This is an optimization exercise on Yosys and OpenROAD, whose aim is small area, a short achievable clock period and few clock cycles per item, not a production implementation.
No functional check of the RTL was part of this run.

### flow/config.mk
export PLATFORM = sky130hd
export DESIGN_NAME = softsign_activation_top
export DESIGN_NICKNAME = softsign_activation_top
export VERILOG_FILES = /design/flow/design.v
export SDC_FILE = /design/flow/constraint.sdc
export NUM_CORES = 4
export LEC_CHECK = 0
export CAP_MARGIN = 20
export CORE_MARGIN = 2
export CORE_UTILIZATION = 40
export SLEW_MARGIN = 20
### flow/constraint.sdc
create_clock -name core_clock -period 6.5 [get_ports {clk}]
set_input_delay 1.3000 -clock core_clock [delete_from_list [all_inputs] [get_ports {clk}]]
set_output_delay 1.3000 -clock core_clock [all_outputs]
set_load 0.01 [all_outputs]
### flow/design.v
`timescale 1ns / 1ps
package ssa_pkg;
  localparam int SAMPLE_W   = 16;
  localparam int RESULT_W   = 16;
  localparam int MAG_W      = SAMPLE_W + 1;
  localparam int DEN_W      = 31;
  localparam int DIV_STEPS  = RESULT_W;
  localparam int CFG_ADDR_W = 3;
  localparam int CFG_DATA_W = 32;
  localparam logic REG_IDX_MODE = 1'b0;
  localparam logic [MAG_W-1:0] Q_ONE_IN = MAG_W'(256);
  localparam logic [RESULT_W-1:0] RES_MAX = RESULT_W'(32767);
  localparam logic [DEN_W-1:0] DERIV_REM_INIT = DEN_W'(32'h0000_8000);
  typedef struct packed {
    logic                vld;
    logic                mode;
    logic                neg;
    logic [DEN_W-1:0]    den;
    logic [DEN_W-1:0]    rem;
    logic [RESULT_W-1:0] num_lo;
    logic [RESULT_W-1:0] quo;
  } ssa_div_t;
endpackage
`timescale 1ns / 1ps
module ssa_cfg (
  input  logic                           clk,
  input  logic                           rst_n,
  input  logic                           cfg_psel,
  input  logic                           cfg_penable,
  input  logic                           cfg_pwrite,
  input  logic [ssa_pkg::CFG_ADDR_W-1:0] cfg_paddr,
  input  logic [ssa_pkg::CFG_DATA_W-1:0] cfg_pwdata,
  output logic [ssa_pkg::CFG_DATA_W-1:0] cfg_prdata,
  output logic                           cfg_pready,
  output logic                           mode
);
  logic mode_r;
  logic mode_nxt;
  logic wr_en;
  logic reg_idx;
  assign cfg_pready = 1'b1;
  assign reg_idx    = cfg_paddr[2];
  assign wr_en      = cfg_psel && cfg_penable && cfg_pwrite && cfg_pready;
  always_comb begin
    mode_nxt = mode_r;
    if (wr_en && (reg_idx == ssa_pkg::REG_IDX_MODE)) begin
      mode_nxt = cfg_pwdata[0];
    end
  end
  always_ff @(posedge clk) begin
    if (!rst_n) begin
      mode_r <= 1'b0;
    end else begin
      mode_r <= mode_nxt;
    end
  end
  always_comb begin
    unique case (reg_idx)
      ssa_pkg::REG_IDX_MODE: cfg_prdata = {{(ssa_pkg::CFG_DATA_W-1){1'b0}}, mode_r};
      default:               cfg_prdata = '0;
    endcase
  end
  assign mode = mode_r;
endmodule
`timescale 1ns / 1ps
module ssa_front (
  input  logic                         clk,
  input  logic                         rst_n,
  input  logic                         adv,
  input  logic                         in_vld,
  input  logic [ssa_pkg::SAMPLE_W-1:0] sample,
  input  logic                         mode,
  output ssa_pkg::ssa_div_t            stage_o
);
  typedef struct packed {
    logic                      vld;
    logic                      mode;
    logic                      neg;
    logic [ssa_pkg::MAG_W-1:0] mag;
    logic [ssa_pkg::MAG_W-1:0] d;
  } ssa_mag_t;
  ssa_mag_t          mag_r;
  ssa_mag_t          mag_nxt;
  ssa_pkg::ssa_div_t setup_r;
  ssa_pkg::ssa_div_t setup_nxt;
  logic [2*ssa_pkg::MAG_W-1:0] dsq;
  always_comb begin
    mag_nxt.vld  = in_vld;
    mag_nxt.mode = mode;
    mag_nxt.neg  = sample[ssa_pkg::SAMPLE_W-1];
    if (sample[ssa_pkg::SAMPLE_W-1]) begin
      mag_nxt.mag = ssa_pkg::MAG_W'(0) - {sample[ssa_pkg::SAMPLE_W-1], sample};
    end else begin
      mag_nxt.mag = {1'b0, sample};
    end
    mag_nxt.d = mag_nxt.mag + ssa_pkg::Q_ONE_IN;
  end
  always_ff @(posedge clk) begin
    if (!rst_n) begin
      mag_r.vld <= 1'b0;
    end else if (adv) begin
      mag_r <= mag_nxt;
    end
  end
  assign dsq = mag_r.d * mag_r.d;
  always_comb begin
    setup_nxt.vld  = mag_r.vld;
    setup_nxt.mode = mag_r.mode;
    setup_nxt.neg  = mag_r.neg;
    setup_nxt.quo  = '0;
    if (mag_r.mode) begin
      setup_nxt.den    = dsq[ssa_pkg::DEN_W-1:0];
      setup_nxt.rem    = ssa_pkg::DERIV_REM_INIT;
      setup_nxt.num_lo = '0;
    end else begin
      setup_nxt.den    = ssa_pkg::DEN_W'(mag_r.d);
      setup_nxt.rem    = ssa_pkg::DEN_W'(mag_r.mag[ssa_pkg::MAG_W-1:1]);
      setup_nxt.num_lo = {mag_r.mag[0], {(ssa_pkg::RESULT_W-1){1'b0}}};
    end
  end
  always_ff @(posedge clk) begin
    if (!rst_n) begin
      setup_r.vld <= 1'b0;
    end else if (adv) begin
      setup_r <= setup_nxt;
    end
  end
  assign stage_o = setup_r;
endmodule
`timescale 1ns / 1ps
module ssa_div_stage (
  input  logic              clk,
  input  logic              rst_n,
  input  logic              adv,
  input  ssa_pkg::ssa_div_t stage_i,
  output ssa_pkg::ssa_div_t stage_o
);
  ssa_pkg::ssa_div_t stage_r;
  ssa_pkg::ssa_div_t stage_nxt;
  logic [ssa_pkg::DEN_W:0]   part;
  logic [ssa_pkg::DEN_W+1:0] diff;
  logic                      ge;
  always_comb begin
    part = {stage_i.rem, stage_i.num_lo[ssa_pkg::RESULT_W-1]};
    diff = {1'b0, part} - {2'b00, stage_i.den};
    ge   = !diff[ssa_pkg::DEN_W+1];
    stage_nxt        = stage_i;
    stage_nxt.num_lo = {stage_i.num_lo[ssa_pkg::RESULT_W-2:0], 1'b0};
    stage_nxt.quo    = {stage_i.quo[ssa_pkg::RESULT_W-2:0], ge};
    if (ge) begin
      stage_nxt.rem = diff[ssa_pkg::DEN_W-1:0];
    end else begin
      stage_nxt.rem = part[ssa_pkg::DEN_W-1:0];
    end
  end
  always_ff @(posedge clk) begin
    if (!rst_n) begin
      stage_r.vld <= 1'b0;
    end else if (adv) begin
      stage_r <= stage_nxt;
    end
  end
  assign stage_o = stage_r;
endmodule
`timescale 1ns / 1ps
module ssa_back (
  input  logic                         clk,
  input  logic                         rst_n,
  input  logic                         adv,
  input  ssa_pkg::ssa_div_t            stage_i,
  output logic                         out_vld,
  output logic [ssa_pkg::RESULT_W-1:0] out_data
);
  logic                         vld_r;
  logic [ssa_pkg::RESULT_W-1:0] data_r;
  logic [ssa_pkg::RESULT_W-1:0] data_nxt;
  always_comb begin
    if (stage_i.mode) begin
      data_nxt = (stage_i.quo > ssa_pkg::RES_MAX) ? ssa_pkg::RES_MAX : stage_i.quo;
    end else if (stage_i.neg) begin
      data_nxt = ssa_pkg::RESULT_W'(0) - stage_i.quo;
    end else begin
      data_nxt = stage_i.quo;
    end
  end
  always_ff @(posedge clk) begin
    if (!rst_n) begin
      vld_r <= 1'b0;
    end else if (adv) begin
      vld_r <= stage_i.vld;
    end
  end
  always_ff @(posedge clk) begin
    if (adv) begin
      data_r <= data_nxt;
    end
  end
  assign out_vld  = vld_r;
  assign out_data = data_r;
endmodule
`timescale 1ns / 1ps
module softsign_activation_top (
  input  logic                           clk,
  input  logic                           rst_n,
  input  logic                           in_tvalid,
  output logic                           in_tready,
  input  logic [ssa_pkg::SAMPLE_W-1:0]   in_tdata,
  output logic                           out_tvalid,
  input  logic                           out_tready,
  output logic [ssa_pkg::RESULT_W-1:0]   out_tdata,
  input  logic                           cfg_psel,
  input  logic                           cfg_penable,
  input  logic                           cfg_pwrite,
  input  logic [ssa_pkg::CFG_ADDR_W-1:0] cfg_paddr,
  input  logic [ssa_pkg::CFG_DATA_W-1:0] cfg_pwdata,
  output logic [ssa_pkg::CFG_DATA_W-1:0] cfg_prdata,
  output logic                           cfg_pready
);
  logic              mode;
  logic              adv;
  localparam int DIV_T_W = 3 + 2*ssa_pkg::DEN_W + 2*ssa_pkg::RESULT_W;
  logic [(ssa_pkg::DIV_STEPS+1)*DIV_T_W-1:0] chain;
  assign adv       = !out_tvalid || out_tready;
  assign in_tready = adv;
  ssa_cfg u_cfg (
    .clk         (clk),
    .rst_n       (rst_n),
    .cfg_psel    (cfg_psel),
    .cfg_penable (cfg_penable),
    .cfg_pwrite  (cfg_pwrite),
    .cfg_paddr   (cfg_paddr),
    .cfg_pwdata  (cfg_pwdata),
    .cfg_prdata  (cfg_prdata),
    .cfg_pready  (cfg_pready),
    .mode        (mode)
  );
  ssa_front u_front (
    .clk     (clk),
    .rst_n   (rst_n),
    .adv     (adv),
    .in_vld  (in_tvalid),
    .sample  (in_tdata),
    .mode    (mode),
    .stage_o (chain[0 +: DIV_T_W])
  );
  for (genvar g = 0; g < ssa_pkg::DIV_STEPS; g++) begin : g_div
    ssa_div_stage u_div (
      .clk     (clk),
      .rst_n   (rst_n),
      .adv     (adv),
      .stage_i (chain[g*DIV_T_W +: DIV_T_W]),
      .stage_o (chain[(g+1)*DIV_T_W +: DIV_T_W])
    );
  end
  ssa_back u_back (
    .clk      (clk),
    .rst_n    (rst_n),
    .adv      (adv),
    .stage_i  (chain[ssa_pkg::DIV_STEPS*DIV_T_W +: DIV_T_W]),
    .out_vld  (out_tvalid),
    .out_data (out_tdata)
  );
endmodule
### flow/run.sh
#!/bin/bash
# synth_recipe.tcl (not shown) runs the flow's synth.tcl, then flattens the netlist and writes it again
# the make line also repeats each setting of config.mk as NAME=value (left out here)
make -C /OpenROAD-flow-scripts/flow DESIGN_CONFIG=/design/flow/config.mk WORK_HOME=/design/flow/orfs CLKGATE_MAP_FILE= SYNTH_SCRIPT=/design/flow/synth_recipe.tcl finish
==> impl_metrics.ini <==
[placed_design]
place.gp.congestion = 0.9301
portBuffers = 43
preCtsSetupSlack_ps = 21.07
hpwl_mm = 115.2

[worst_hold_path]
hold_class = reg -> reg
min_to = g_div[4].u_div.stage_r[95]
holdPathStages = 0
hp-start = g_div[3].u_div.stage_r[95]

[setup_path]
path_max_fanout = 8
endpoint_kind = register
start_kind = register
r2r-start = u_front.mag_r[9]
r2r_end = u_front.setup_r[90]
r2r_cells = 23
critical_path_arrival_ps = 6820
critPathKind = reg -> reg
critPathRequiredTime_ps = 6990
reg2reg_slack_ps = 170

[drt]
vias_per_cell = 5.053
firstDrtPassIters = 5
ant_nets = 0
vias = 47329
routedWlPerCell_um = 15.75
wirelength_mm = 147.5
drt-initial-drc-count = 2285
drc = 0

[floorplan]
core-area_um2 = 185600
dieHeight_um = 436.3
ios = 109
start_util_pct = 40.27
rows = 158
die_w_um = 436.3
design.die.area_um2 = 190300

[synthesis]
syn_area_um2 = 74750
ys_seq_area_share_pct = 48.42
synth-warning-count = 4
synthTopCellsByArea = edfxtp_1 (48%), ha_1 (9.5%), fa_1 (5.5%), inv_1 (4.5%), xnor2_1 (3.2%)
synth_cell_types = 98
yosys-top-cells-count = edfxtp_1 (1192), inv_1 (894), ha_1 (567)
avgSynthCellArea_um2 = 11.29
yosys.area.top_type = edfxtp_1
yosysTopAreaCellShare_pct = 47.89
synth.most_common_cell = edfxtp_1
synth_top_flop_cell = edfxtp_1
synthesis.instances = 6619
synth_edf_count = 1192
async_reset_ff_share_pct = 0
ys_seq_elements = 1212

[sta]
final.setup.worst_slack_ps = 170.5
maxSlewViolCount = 0
slew_headroom_pct = 25.13
rsz0062_at_grt = yes
fin_crit_sh_pct = 97.38
post-route-min-period_ps = 6330
setup_viol = 0
hold_slack_ps = 407.2
max_clock_freq_mhz = 158.0
finalHoldViolations = 0
finalSetupTns_ps = 0
skew_ps = 29.17
tightest_slew_ps = 1111

[clock_network]
cts.clk_slew.worst_paths_ps = 60
cts_buffers = 135
worstSkewPairLatency_ps = 760
cts_root_buffer = clkbuf_16
h-tree-depth = 4
clockBufferDepth = 3
cts_tree = built
holdBufCountCts = 0
cts_sinks = 1212

[finish]
final_nets = 7612
drive_gt1_share_pct = 9.107
area_growth_pct = 11.03
num-fill-cells = 16835

[global_routing]
grt-ovfl-total = 0
grt_use_total_pct = 15.57
antenna_found_initial = 0
grt_max_degree = 147
grt_pass1_wl_mm = 242.7
grt_pass1_vias = 49405

[flow_run]
maxCapViolCount = 0

[outcome]
outcome = finished clean
critical path, cell delays in order (launching register included):
cell and delay, ps:
edfxtp_1 480, buf_4 220, nand2_1 110, inv_1 70, fa_1 530, inv_1 50
fa_1 460, fa_1 510, inv_1 50, fa_1 510, fa_1 490, inv_1 50
fa_1 480, inv_1 50, ha_1 320, nand2_1 100, nor2_2 50, a221o_1 390
o211ai_1 350, a21oi_1 110, buf_4 180, a221oi_4 270, xor2_1 180, nor2_1 50
area by class of cell:
cell class                      instances  area (um2)  share of cell area [%]
Antenna cell                            1       2.502                0.003015
Clock buffer                          165        3553                   4.282
Clock inverter                         75       807.0                  0.9724
Inverter                              895        3363                   4.052
Multi-Input combinational cell       4392       34600                   41.68
Sequential cell                      1212       36190                   43.61
Tap cell                             2480        3103                   3.739
Timing Repair Buffer                  146        1374                   1.655
logic make-up after synthesis:
| logic type | synth area share (%) |
|---|---|
| compound gates | 12.37 |
| xor+xnor | 4.921 |
| fa+ha+maj | 14.98 |
| buf+inv | 5.673 |
| flops | 48.42 |
| mux | 4.407 |
| other cells | 0.01005 |
| simple gates | 9.213 |
how the worst max path moves through the flow:
stage | start | slack, ps | cells past startpoint | endpoint
after global routing | u_front.mag_r[21] | -20 | 23 | u_front.setup_r[91]
after detailed placement | u_front.mag_r[24] | 20 | 25 | u_front.setup_r[92]
final | u_front.mag_r[9] | 170 | 23 | u_front.setup_r[90]
after floorplan | out_tready | -3680 | 4 | g_div[0].u_div.stage_r[0]
after global placement | u_front.mag_r[10] | 40 | 24 | u_front.setup_r[92]
after CTS | u_front.mag_r[24] | 10 | 25 | u_front.setup_r[92]
metrics by stage:
stage / instance area, um2 / util, % / cells
floorplan: 74930 / - / 6658
global placement: 78490 / 42.28 / 9119
detailed placement: 78490 / 42.28 / 9119
CTS: 82850 / 44.63 / 9359
global route: 82990 / 44.71 / 9365
finish: 82990 / 44.71 / 9366
cells in the final DEF (no fill, tap or decap), types with 26 or more instances in the layout:
cell type,netlist,final
a211oi_1,34,33
a21boi_0,35,35
a21o_1,197,197
a21oi_1,434,432
a31oi_1,55,55
and2_1,84,80
and3_1,33,33
buf_4,41,88
clkbuf_16,0,136
clkdlybuf4s50_1,0,43
clkinv_1,0,33
conb_1,2,41
edfxtp_1,1192,1192
fa_1,205,204
ha_1,567,565
inv_1,894,892
mux2_2,165,165
mux2_4,79,79
nand2_1,464,463
nand2b_1,79,79
nand3_1,77,77
nand4_1,43,43
nor2_1,363,360
nor2b_1,93,92
nor3_1,84,84
o211ai_1,43,43
o21a_1,76,76
o21ai_0,304,302
o21bai_1,45,45
o31ai_1,38,37
or2_2,26,27
or3_1,26,26
xnor2_1,274,274
xor2_1,146,146
metal layers:
metal / vias to the layer above / share of wire (%) / GRT usage [%] / routed length, um
li1: 23721 / - / - / -
met1: 22603 / 37 / 15.57 / 55010
met2: 669 / 54 / 30.42 / 80370
met3: 336 / 2.5 / 2.288 / 3750
met4: 0 / 5.7 / 8.634 / 8410
met5: - / 0 / 0 / 0
repair_timing:
| item | CTS | global route |
|---|---|---|
| endpoints found under the setup margin | 0 | 7 |
| gates resized for setup | 0 | 22 |
| setup buffers | 0 | 6 |
sequential cells by signal (all words and copies together), names as in the netlist:
name	flops
g_div.u_div.stage_r	1114
u_back.data_r	16
u_back.vld_r	1
u_cfg.mode_r	1
u_front.mag_r	29
u_front.setup_r	51

## static timing again, ports no longer ideal
How much do the figures lean on ideal ports? The routed layout below was timed once more, with nothing changed but the port constraints. Step 1: set_driving_cell puts a clkbuf_16 on clk and a buf_2 on each other input, an assumption about the parent block. Step 2 adds t to the input delays and takes it off the output delays; t is the mean of the earliest and latest rising clock arrival at the registers after step 1. Input paths then give back, and output paths get back, about the clock's delay inside the block. Three values: no drivers, after step 1, after step 2; two values: the first two.
t, ns: 0.827
setup slack, ns: 0.170 / 0.170 / 0.170
hold WS [ns]: 0.407 / 0.407 / 0.407
After both steps this run still meets setup and hold. The setup slack of this run moves by 0.000 ns with the drivers and by 0.000 ns with both steps.
